Source: an optimization exercise on an open RTL-to-GDS flow (aim: small area). Production flows keep margins and buffers that such runs may drop.
Only simulation tests tie the RTL to the original design; equivalence was not proved.
Power figures rest on the tool's default switching activity, not on a simulated workload.

==> flow/design.v (excerpt) <==
module pdm_mic_top (
    input  logic                    clk_i,
    input  logic                    rst_n_i,
    input  logic                    clear_i,
    input  logic [7-1:0] decim_i,
    input  logic                    pdm_data_i,
    input  logic                    rd_en_i,
    output logic                    pdm_clk_o,
    output logic [16-1:0] audio_o,
    output logic                    audio_valid_o,
    output logic                    clip_o,
    output logic                    overflow_o
);
For scale: ~890 cells after synthesis, roughly 480 flip-flops, about 32 I/O pins, roughly 14000 sq um of cells after synthesis.
==> module pcm_fifo, before the edit <==
module pcm_fifo (
    input  logic        clk_i,
    input  logic        rst_n_i,
    input  logic        clear_i,
    input  logic [2:0]  phase_i,
    input  logic        wr_i,
    input  logic [16:0] wr_data_i,
    input  logic        rd_i,
    output logic [16:0] rd_data_o,
    output logic        empty_o,
    output logic        overflow_o
);
    localparam int AW = $clog2(8);
    logic [16:0]   ring_q [8];
    logic [16:0]   hold_q;
    logic [AW-1:0] hold_slot_q;
    logic          hold_v_q;
    logic          ins;
    logic [AW:0]   wr_ptr;        
    logic [AW:0]   rd_ptr;
    logic [8-1:0] rd_sel_q;   
    logic [AW-1:0] rd_pos;
    logic          rd_hold;
    logic          rd_hold_q;     
    logic          full;
    logic          wr_ok;
    logic          overflow_q;
    assign empty_o = (wr_ptr == rd_ptr);
    assign full    = (wr_ptr[AW] != rd_ptr[AW]) && (wr_ptr[AW-1:0] == rd_ptr[AW-1:0]);
    assign wr_ok   = wr_i & ~full;   
    logic [AW:0] rd_next;
    assign rd_next = rd_ptr + {{AW{1'b0}}, rd_i};
    always_ff @(posedge clk_i) begin
        rd_ptr <= rd_next;
        if (!rst_n_i || clear_i) begin
            wr_ptr <= rd_next;
        end else if (wr_ok) begin
            wr_ptr <= wr_ptr + 1'b1;
        end
    end
    always_ff @(posedge clk_i) begin
        if (!rst_n_i || clear_i) begin
            overflow_q <= 1'b0;
        end else if (wr_i && full) begin
            overflow_q <= 1'b1;   
        end
    end
    assign ins = hold_v_q && (phase_i == hold_slot_q - 1'b1);
    always_ff @(posedge clk_i) begin
        if (wr_ok) begin
            hold_q      <= wr_data_i;
            hold_slot_q <= wr_ptr[AW-1:0];
        end
        hold_v_q <= wr_ok || (hold_v_q && !ins);
    end
    always_ff @(posedge clk_i) begin
        ring_q[0] <= ins ? hold_q : ring_q[8-1];
        for (int i = 1; i < 8; i++) begin
            ring_q[i] <= ring_q[i-1];
        end
    end
    assign rd_pos  = phase_i + 2'd2 - rd_ptr[AW-1:0];
    assign rd_hold = hold_v_q && !ins && (hold_slot_q == rd_ptr[AW-1:0] - 1'b1);
    always_ff @(posedge clk_i) begin
        for (int i = 0; i < 8; i++) begin
            rd_sel_q[i] <= !rd_hold && (rd_pos == AW'(i));
        end
        rd_hold_q <= rd_hold;
    end
    always_comb begin
        rd_data_o = rd_hold_q ? hold_q : '0;
        for (int i = 0; i < 8; i++) begin
            rd_data_o = rd_data_o | (rd_sel_q[i] ? ring_q[i] : '0);
        end
    end
    assign overflow_o = overflow_q;
endmodule
Settings: LEC_CHECK=0, CAP_MARGIN=20, CORE_MARGIN=2, CORE_UTILIZATION=80, CTS_CLUSTER_DIAMETER=60, CTS_CLUSTER_SIZE=30, PLACE_DENSITY=0.85, SLEW_MARGIN=20; clock period 10.0 ns.
standard.sh (not shown) runs the stock make flow with config.mk's settings and CLKGATE_MAP_FILE= SYNTH_SCRIPT=/design/flow/synth_recipe.tcl, a recipe that flattens the netlist after the stock synthesis.
==> flow/flow/run.sh <==
#!/bin/bash
# Own flow: the standard layout (standard.sh), with the port buffers made
# from the smallest buffer cell and clock-tree synthesis without dummy loads.
set -euo pipefail
export BUFFER_PORTS_ARGS="-buffer_cell sky130_fd_sc_hd__buf_1"
export CTS_ARGS="-sink_clustering_enable -repair_clock_nets -sink_clustering_size 30 -sink_clustering_max_diameter 60 -dont_use_dummy_load"
bash standard.sh > standard_flow.log 2>&1
Next try:
--- a/flow/design.v
+++ b/flow/design.v
@@ -213,20 +213,23 @@
     logic          full;
     logic          wr_ok;
     logic          overflow_q;
     assign empty_o = (wr_ptr == rd_ptr);
     assign full    = (wr_ptr[AW] != rd_ptr[AW]) && (wr_ptr[AW-1:0] == rd_ptr[AW-1:0]);
     assign wr_ok   = wr_i & ~full;   
-    logic [AW:0] rd_next;
-    assign rd_next = rd_ptr + {{AW{1'b0}}, rd_i};
     always_ff @(posedge clk_i) begin
-        rd_ptr <= rd_next;
         if (!rst_n_i || clear_i) begin
-            wr_ptr <= rd_next;
-        end else if (wr_ok) begin
-            wr_ptr <= wr_ptr + 1'b1;
+            wr_ptr <= '0;
+            rd_ptr <= '0;
+        end else begin
+            if (wr_ok) begin
+                wr_ptr <= wr_ptr + 1'b1;
+            end
+            if (rd_i) begin
+                rd_ptr <= rd_ptr + 1'b1;
+            end
         end
     end
     always_ff @(posedge clk_i) begin
         if (!rst_n_i || clear_i) begin
             overflow_q <= 1'b0;
         end else if (wr_i && full) begin
@@ -245,18 +248,21 @@
         ring_q[0] <= ins ? hold_q : ring_q[8-1];
         for (int i = 1; i < 8; i++) begin
             ring_q[i] <= ring_q[i-1];
         end
     end
     assign rd_pos  = phase_i + 2'd2 - rd_ptr[AW-1:0];
-    assign rd_hold = hold_v_q && !ins && (hold_slot_q == rd_ptr[AW-1:0] - 1'b1);
+    assign rd_hold = hold_v_q && !ins && (phase_i + 2'd2 != hold_slot_q) &&
+                     (hold_slot_q == rd_ptr[AW-1:0]);
     always_ff @(posedge clk_i) begin
-        for (int i = 0; i < 8; i++) begin
-            rd_sel_q[i] <= !rd_hold && (rd_pos == AW'(i));
+        if (rd_i) begin
+            for (int i = 0; i < 8; i++) begin
+                rd_sel_q[i] <= !rd_hold && (rd_pos == AW'(i));
+            end
+            rd_hold_q <= rd_hold;
         end
-        rd_hold_q <= rd_hold;
     end
     always_comb begin
         rd_data_o = rd_hold_q ? hold_q : '0;
         for (int i = 0; i < 8; i++) begin
             rd_data_o = rd_data_o | (rd_sel_q[i] ? ring_q[i] : '0);
         end
- flip-flop and latch count does not change
- non-clock buffer count climbs by 2
- setup slack gets better by 260 ps
- die area climbs by 0.36%
- via count climbs by 3.2%
- first-iteration DRC count climbs by 16%
- register-to-register slack gets better by 260 ps
- global-route usage climbs by 0.33 points
- design area climbs by 0.56%
- clock power drops by about 0.7%
- routed wire length climbs by 1.5%

========
Setup of main:
Another version of the RTL of pdm_mic_top (not shown whole).
For scale: roughly 920 cells after synthesis, ~460 flip-flops, roughly 32 I/O pins.
Settings: LEC_CHECK=0, CAP_MARGIN=20, CORE_MARGIN=2, CORE_UTILIZATION=84, CTS_CLUSTER_DIAMETER=60, CTS_CLUSTER_SIZE=30, PLACE_DENSITY=0.9, SLEW_MARGIN=20; clock period 10.0 ns.
Scripts as last shown in full above: flow/flow/run.sh
main finished end to end and its layout was clean on timing, DRC and antenna.
What the feature branch does differently from main at the input level:
-- flow/design.v --
<<< main, line 66
    logic       last;
    always_ff @(posedge clk_i) begin
        step_q <= (step_q >= 3'd6) ? 3'd0 : step_q + 1'b1;
    end
    assign start = (step_q == 3'd0);
    assign last  = (step_q >= 3'd6);     
    logic new_v, new_f, new_b;     
    logic due_v, due_f, due_b;     
>>> the feature branch, line 66
    logic       last;
    always_ff @(posedge clk_i) begin
        if (!rst_n_i || step_q >= 3'd6) step_q <= 3'd0;
        else                           step_q <= step_q + 1'b1;
    end
    assign start = (step_q == 3'd0);
    assign last  = (step_q >= 3'd6) || !rst_n_i;   
    logic new_v, new_f, new_b;     
    logic due_v, due_f, due_b;     
<<< main, line 234
    assign rd_next = rd_ptr + {{AW{1'b0}}, rd_i};
    always_ff @(posedge clk_i) begin
        rd_ptr <= rd_next;
        if (!rst_n_i || clear_i) begin
            wr_ptr <= rd_next;
        end else if (wr_ok) begin
            wr_ptr <= wr_ptr + 1'b1;
        end
    end
>>> the feature branch, line 235
    assign rd_next = rd_ptr + {{AW{1'b0}}, rd_i};
    always_ff @(posedge clk_i) begin
        if (!rst_n_i) begin
            rd_ptr <= '0;
            wr_ptr <= '0;
        end else begin
            rd_ptr <= rd_next;
            if (clear_i) begin
                wr_ptr <= rd_next;
            end else if (wr_ok) begin
                wr_ptr <= wr_ptr + 1'b1;
            end
        end
    end
<<< main, line 253
            hold_slot_q <= wr_ptr[AW-1:0];
        end
        hold_v_q <= wr_ok || (hold_v_q && !ins);
    end
    always_ff @(posedge clk_i) begin
>>> the feature branch, line 259
            hold_slot_q <= wr_ptr[AW-1:0];
        end
        hold_v_q <= rst_n_i && (wr_ok || (hold_v_q && !ins));
    end
    always_ff @(posedge clk_i) begin
Results
For the feature branch, the flow was terminated by a tool error in 4_1_cts and produced no final design.
main: full flow OK, the timing, DRC and antenna checks passed
Final HPWL from detailed placement (lower): main
Global placement routability congestion (higher): the feature branch
The feature branch vs. main: die span in y picked up an extra about 0.9%, average instance area after synthesis -0.44%, number of nets produced by synthesis rose by 21.
Post-synthesis xor/xnor area fraction delta (main -> the feature branch): insignificant
Run comparison: the feature branch combinational family with the most area after synthesis simple AND/OR/NAND/NOR gates; main combinational family with the most area after synthesis compound AO/OA/AOI/OAI gates
When the feature branch is set beside main, its number of standard cells after synthesis turns out to be about 2.3% larger.

========
The RTL this note starts from:
==> flow/design.v <==
`default_nettype none
module pdm_sampler (
    input  logic       clk_i,
    input  logic       rst_n_i,
    input  logic       pdm_data_i,
    output logic       pdm_clk_o,
    output logic       pdm_bit_o,
    output logic       pdm_valid_o,
    output logic [2:0] phase_o
);
    logic [2:0] ph_q;
    logic [1:0] sync_q;
    logic       valid_q;
    always_ff @(posedge clk_i) begin
        if (!rst_n_i) begin
            ph_q    <= '0;
            valid_q <= 1'b0;
        end else begin
            ph_q    <= ph_q + 1'b1;
            valid_q <= (ph_q == 3'd7);   
        end
    end
    always_ff @(posedge clk_i) begin
        sync_q <= {sync_q[0], pdm_data_i};   
    end
    assign pdm_clk_o   = ph_q[2];
    assign pdm_bit_o   = sync_q[1];
    assign pdm_valid_o = valid_q;
    assign phase_o     = ph_q;
endmodule
`default_nettype wire
`default_nettype none
module cic_filter (
    input  logic                    clk_i,
    input  logic                    rst_n_i,
    input  logic                    clear_i,
    input  logic [7-1:0] decim_i,
    input  logic                    pdm_bit_i,
    input  logic                    pdm_valid_i,
    output logic [16:0]             pcm_o,         
    output logic                    pcm_valid_o
);
    localparam int N = 4;
    logic clr;
    assign clr = !rst_n_i || clear_i;
    logic [7-1:0] decim_cnt;
    logic                    fire;
    assign fire = pdm_valid_i && (decim_cnt == 7'(1));
    always_ff @(posedge clk_i) begin
        if (clr) begin
            decim_cnt <= decim_i;
        end else if (pdm_valid_i) begin
            decim_cnt <= fire ? decim_i : decim_cnt - 1'b1;
        end
    end
    logic [2:0] fill_q;   
    always_ff @(posedge clk_i) begin
        if (clr) begin
            fill_q <= '0;
        end else if (fire && !fill_q[2]) begin
            fill_q <= fill_q + 1'b1;
        end
    end
    logic [2:0] step_q;
    logic       start;
    logic       last;
    always_ff @(posedge clk_i) begin
        if (!rst_n_i || step_q >= 3'd6) step_q <= 3'd0;
        else                           step_q <= step_q + 1'b1;
    end
    assign start = (step_q == 3'd0);
    assign last  = (step_q >= 3'd6) || !rst_n_i;   
    logic new_v, new_f, new_b;     
    logic due_v, due_f, due_b;     
    always_ff @(posedge clk_i) begin
        if (clr) begin
            new_v <= 1'b0;
            due_v <= 1'b0;
        end else if (pdm_valid_i) begin
            new_v <= 1'b1;
            due_v <= new_v;            
        end else if (start) begin
            due_v <= 1'b0;
        end
    end
    always_ff @(posedge clk_i) begin
        if (pdm_valid_i) begin
            new_f <= fire;
            new_b <= pdm_bit_i;
            due_f <= new_f;
            due_b <= new_b;
        end
    end
    logic zero_q, mask_q, act_q, fire_q;
    logic mask, act, fire_now, bit_now;
    always_ff @(posedge clk_i) begin
        if (clr)        zero_q <= 1'b1;
        else if (start) zero_q <= 1'b0;
    end
    always_ff @(posedge clk_i) begin
        if (start) begin
            mask_q <= zero_q;
            act_q  <= due_v;
            fire_q <= due_v & due_f;
        end
    end
    assign mask     = start ? zero_q          : mask_q;
    assign act      = start ? due_v           : act_q;
    assign fire_now = start ? (due_v & due_f) : fire_q;
    assign bit_now  = due_b;
    logic [27:0] integ_q [N];
    logic [3:0]  integ_d [N];    
    logic [N-1:0] icarry_q;
    for (genvar i = 0; i < N; i++) begin : g_integ
        logic [3:0] own;
        logic [3:0] addend;
        logic       cin;
        logic [4:0] sum;
        assign integ_d[i] = mask ? 4'd0 : integ_q[i][3:0];
        if (i == 0) begin : g_head
            assign own    = integ_d[i];
            assign addend = 4'd0;
            assign cin    = icarry_q[i] | (start & act & bit_now);   
        end else begin : g_tail
            if (i == N - 1) begin : g_dump
                assign own = fire_now ? 4'd0 : integ_d[i];
            end else begin : g_run
                assign own = integ_d[i];
            end
            assign addend = act ? integ_d[i-1] : 4'd0;
            assign cin    = icarry_q[i];
        end
        always_comb begin
            logic c;
            c = cin;
            for (int b = 0; b < 4; b++) begin
                sum[b] = own[b] ^ addend[b] ^ c;
                c      = (own[b] & addend[b]) | (c & (own[b] ^ addend[b]));
            end
            sum[4] = c;
        end
        always_ff @(posedge clk_i) begin
            integ_q[i]  <= {sum[3:0], integ_q[i][27:4]};
            icarry_q[i] <= sum[4] & ~last;
        end
    end
    logic [27:0]  comb_q [1:N-1];
    logic [3:0]   comb_in [N+1];
    logic [N-1:1] cborrow_q;
    assign comb_in[1] = integ_d[N-1];   
    for (genvar i = 1; i < N; i++) begin : g_comb
        logic [3:0] dly;
        logic       cin;
        logic [4:0] diff;
        assign dly  = mask ? 4'd0 : comb_q[i][3:0];
        assign cin  = cborrow_q[i];
        always_comb begin
            logic c;
            c = cin;
            for (int b = 0; b < 4; b++) begin
                diff[b] = comb_in[i][b] ^ ~dly[b] ^ c;
                c       = (comb_in[i][b] & ~dly[b]) | (c & (comb_in[i][b] ^ ~dly[b]));
            end
            diff[4] = c;
        end
        assign comb_in[i+1] = diff[3:0];
        always_ff @(posedge clk_i) begin
            comb_q[i]    <= {(fire_now ? comb_in[i] : dly), comb_q[i][27:4]};
            cborrow_q[i] <= diff[4] | last;
        end
    end
    logic [3:0]  zd;
    logic [15:0] line_lo [4];
    logic        line_ov [4];
    assign zd = comb_in[N];
    always_ff @(posedge clk_i) begin
        if (fire_now && (step_q < 3'd4)) begin
            line_lo[0] <= {zd, line_lo[0][15:4]};
        end
        if (fire_now && (step_q >= 3'd4)) begin
            line_ov[0] <= (step_q != 3'd4 && line_ov[0]) || (zd != 4'd0);
        end
    end
    for (genvar i = 1; i < 4; i++) begin : g_line
        always_ff @(posedge clk_i) begin
            if (start && fire_now) begin
                line_lo[i] <= line_lo[i-1];
                line_ov[i] <= line_ov[i-1];
            end
        end
    end
    logic back_q;
    always_ff @(posedge clk_i) begin
        if (pdm_valid_i && fire) begin
            back_q <= new_v & new_f;
        end else if (start && fire_now) begin
            back_q <= 1'b0;
        end
    end
    assign pcm_valid_o = fill_q[2] & fire & ~clear_i;
    assign pcm_o       = back_q ? {line_ov[2], line_lo[2]} : {line_ov[3], line_lo[3]};
endmodule
`default_nettype wire
`default_nettype none
module pcm_fifo (
    input  logic        clk_i,
    input  logic        rst_n_i,
    input  logic        clear_i,
    input  logic [2:0]  phase_i,
    input  logic        wr_i,
    input  logic [16:0] wr_data_i,
    input  logic        rd_i,
    output logic [16:0] rd_data_o,
    output logic        empty_o,
    output logic        overflow_o
);
    localparam int AW = $clog2(8);
    logic [16:0]   ring_q [8];
    logic [AW-1:0] hold_slot_q;
    logic          hold_v_q;
    logic          ins;
    logic [AW:0]   wr_ptr;        
    logic [AW:0]   rd_ptr;
    logic [8-1:0] rd_sel_q;   
    logic [AW-1:0] rd_pos;
    logic          rd_hold;
    logic          rd_hold_q;     
    logic          full;
    logic          wr_ok;
    logic          overflow_q;
    assign empty_o = (wr_ptr == rd_ptr);
    assign full    = (wr_ptr[AW] != rd_ptr[AW]) && (wr_ptr[AW-1:0] == rd_ptr[AW-1:0]);
    assign wr_ok   = wr_i & ~full;   
    logic [AW:0] rd_next;
    assign rd_next = rd_ptr + {{AW{1'b0}}, rd_i};
    always_ff @(posedge clk_i) begin
        if (!rst_n_i) begin
            rd_ptr <= '0;
            wr_ptr <= '0;
        end else begin
            rd_ptr <= rd_next;
            if (clear_i) begin
                wr_ptr <= rd_next;
            end else if (wr_ok) begin
                wr_ptr <= wr_ptr + 1'b1;
            end
        end
    end
    always_ff @(posedge clk_i) begin
        if (!rst_n_i || clear_i) begin
            overflow_q <= 1'b0;
        end else if (wr_i && full) begin
            overflow_q <= 1'b1;   
        end
    end
    assign ins = hold_v_q && (phase_i == hold_slot_q - 1'b1);
    always_ff @(posedge clk_i) begin
        if (wr_ok) begin
            hold_slot_q <= wr_ptr[AW-1:0];
        end
        hold_v_q <= rst_n_i && (wr_ok || (hold_v_q && !ins));
    end
    always_ff @(posedge clk_i) begin
        ring_q[0] <= ins ? wr_data_i : ring_q[8-1];
        for (int i = 1; i < 8; i++) begin
            ring_q[i] <= ring_q[i-1];
        end
    end
    assign rd_pos  = phase_i + 2'd2 - rd_ptr[AW-1:0];
    assign rd_hold = hold_v_q && !ins && (hold_slot_q == rd_ptr[AW-1:0] - 1'b1);
    always_ff @(posedge clk_i) begin
        for (int i = 0; i < 8; i++) begin
            rd_sel_q[i] <= !rd_hold && (rd_pos == AW'(i));
        end
        rd_hold_q <= rd_hold;
    end
    always_comb begin
        rd_data_o = rd_hold_q ? wr_data_i : '0;
        for (int i = 0; i < 8; i++) begin
            rd_data_o = rd_data_o | (rd_sel_q[i] ? ring_q[i] : '0);
        end
    end
    assign overflow_o = overflow_q;
endmodule
`default_nettype wire
`default_nettype none
module pcm_reader (
    input  logic                    clk_i,
    input  logic                    rst_n_i,
    input  logic                    rd_en_i,
    input  logic                    empty_i,
    input  logic [16:0]             word_i,    
    output logic                    pop_o,
    output logic [16-1:0] audio_o,
    output logic                    audio_valid_o,
    output logic                    clip_o
);
    logic                    pend_q;
    logic                    over;
    logic                    valid_q;
    logic                    clip_q;
    assign pop_o = rd_en_i & ~empty_i & ~pend_q;
    always_ff @(posedge clk_i) begin
        if (!rst_n_i) begin
            pend_q <= 1'b0;
        end else begin
            pend_q <= pop_o;   
        end
    end
    assign over = word_i[16];
    always_ff @(posedge clk_i) begin
        if (!rst_n_i) begin
            valid_q <= 1'b0;
            clip_q  <= 1'b0;
        end else begin
            valid_q <= pend_q;
            if (valid_q) begin
                clip_q <= over;
            end
        end
    end
    assign audio_o       = over ? '1 : word_i[16-1:0];
    assign audio_valid_o = valid_q;
    assign clip_o        = valid_q ? over : clip_q;
endmodule
`default_nettype wire
`default_nettype none
module pdm_mic_top (
    input  logic                    clk_i,
    input  logic                    rst_n_i,
    input  logic                    clear_i,
    input  logic [7-1:0] decim_i,
    input  logic                    pdm_data_i,
    input  logic                    rd_en_i,
    output logic                    pdm_clk_o,
    output logic [16-1:0] audio_o,
    output logic                    audio_valid_o,
    output logic                    clip_o,
    output logic                    overflow_o
);
    logic        pdm_bit;      
    logic        pdm_valid;
    logic [2:0]  phase;
    logic [16:0] pcm_word;     
    logic        pcm_valid;
    logic [16:0] fifo_word;
    logic        fifo_empty;
    logic        fifo_pop;
    pdm_sampler pdm_sampler_i (
        .clk_i       (clk_i),
        .rst_n_i     (rst_n_i),
        .pdm_data_i  (pdm_data_i),
        .pdm_clk_o   (pdm_clk_o),
        .pdm_bit_o   (pdm_bit),
        .pdm_valid_o (pdm_valid),
        .phase_o     (phase)
    );
    cic_filter cic_filter_i (
        .clk_i       (clk_i),
        .rst_n_i     (rst_n_i),
        .clear_i     (clear_i),
        .decim_i     (decim_i),
        .pdm_bit_i   (pdm_bit),
        .pdm_valid_i (pdm_valid),
        .pcm_o       (pcm_word),
        .pcm_valid_o (pcm_valid)
    );
    pcm_fifo pcm_fifo_i (
        .clk_i      (clk_i),
        .rst_n_i    (rst_n_i),
        .clear_i    (clear_i),
        .phase_i    (phase),
        .wr_i       (pcm_valid),
        .wr_data_i  (pcm_word),
        .rd_i       (fifo_pop),
        .rd_data_o  (fifo_word),
        .empty_o    (fifo_empty),
        .overflow_o (overflow_o)
    );
    pcm_reader pcm_reader_i (
        .clk_i         (clk_i),
        .rst_n_i       (rst_n_i),
        .rd_en_i       (rd_en_i),
        .empty_i       (fifo_empty),
        .word_i        (fifo_word),
        .pop_o         (fifo_pop),
        .audio_o       (audio_o),
        .audio_valid_o (audio_valid_o),
        .clip_o        (clip_o)
    );
endmodule
`default_nettype wire
export LEC_CHECK = 0
export CAP_MARGIN = 20
export CORE_MARGIN = 2
export CORE_UTILIZATION = 80
export CTS_CLUSTER_DIAMETER = 60
export CTS_CLUSTER_SIZE = 30
export PLACE_DENSITY = 0.85
export SLEW_MARGIN = 20
create_clock -name core_clock -period 10.0 [get_ports {clk_i}]
Scripts as last shown in full above: flow/flow/run.sh
Then changed:
--- a/flow/design.v
+++ b/flow/design.v
@@ -65,11 +65,10 @@
     logic       start;
     logic       last;
     always_ff @(posedge clk_i) begin
-        if (!rst_n_i || step_q >= 3'd6) step_q <= 3'd0;
-        else                           step_q <= step_q + 1'b1;
+        step_q <= (step_q >= 3'd6) ? 3'd0 : step_q + 1'b1;
     end
     assign start = (step_q == 3'd0);
-    assign last  = (step_q >= 3'd6) || !rst_n_i;   
+    assign last  = (step_q >= 3'd6);     
     logic new_v, new_f, new_b;     
     logic due_v, due_f, due_b;     
     always_ff @(posedge clk_i) begin
@@ -234,16 +233,11 @@
     logic [AW:0] rd_next;
     assign rd_next = rd_ptr + {{AW{1'b0}}, rd_i};
     always_ff @(posedge clk_i) begin
-        if (!rst_n_i) begin
-            rd_ptr <= '0;
-            wr_ptr <= '0;
-        end else begin
-            rd_ptr <= rd_next;
-            if (clear_i) begin
-                wr_ptr <= rd_next;
-            end else if (wr_ok) begin
-                wr_ptr <= wr_ptr + 1'b1;
-            end
+        rd_ptr <= rd_next;
+        if (!rst_n_i || clear_i) begin
+            wr_ptr <= rd_next;
+        end else if (wr_ok) begin
+            wr_ptr <= wr_ptr + 1'b1;
         end
     end
     always_ff @(posedge clk_i) begin
@@ -258,7 +252,7 @@
         if (wr_ok) begin
             hold_slot_q <= wr_ptr[AW-1:0];
         end
-        hold_v_q <= rst_n_i && (wr_ok || (hold_v_q && !ins));
+        hold_v_q <= wr_ok || (hold_v_q && !ins);
     end
     always_ff @(posedge clk_i) begin
         ring_q[0] <= ins ? wr_data_i : ring_q[8-1];
Cell area goes down by 1.5%. Final cell count shrinks by 1.6%. Global-route usage came out lower by 1.9 points. Routed wire length is lower by 6.8%. Total power rises by 3.1%. Clock power decreases by about 1%. First-iteration DRC count goes down by 29%. Worst setup slack gains 310 ps. Via count came out lower by 4.4%. Fmax grows by 5.7%. Clock-buffer cell count is unchanged. Hold slack is better by 3.4 ps. Sequential share of layout area rose by 1.3 points.

==> separate check: timing with driven ports <==
The results above use ideal ports. As a check the final layouts listed here were re-extracted and re-timed, cells and wires unchanged. Step 1 sets driving cells, clkbuf_16 on the clock port and buf_2 on the other inputs (assumed; they add their load-dependent delay and slew). Step 2 moves the port delays by t, midway between the first and last clock arrival at a register: inputs arrive t later, outputs are due t later. That takes back most of the time a late clock gives input paths. Slacks: no drivers / after step 1 / after step 2; pairs: no drivers / after step 1.
| run | t, ns | slack for setup (ns) | worst hold slack (ns) | worst setup path after step 2 | cell pins on the clock port's net |
|---|---|---|---|---|---|
| the first run of note 1 | 0.554 | 4.225 / 4.225 / 4.225 | 0.300 / 0.300 / 0.300 | register to register | 1 |
| the second run of note 1 | 0.558 | 4.487 / 4.487 / 4.487 | 0.334 / 0.334 / 0.334 | register to register | 1 |
| main | 0.558 | 4.508 / 4.508 / 4.508 | 0.331 / 0.331 / 0.331 | register to register | 1 |
| the first run of note 3 | 0.557 | 4.231 / 4.231 / 4.231 | 0.288 / 0.288 / 0.288 | register to register | 1 |
| the second run of note 3 | 0.549 | 4.543 / 4.543 / 4.543 | 0.291 / 0.291 / 0.291 | register to register | 1 |
After both steps setup and hold are still met in every run listed.
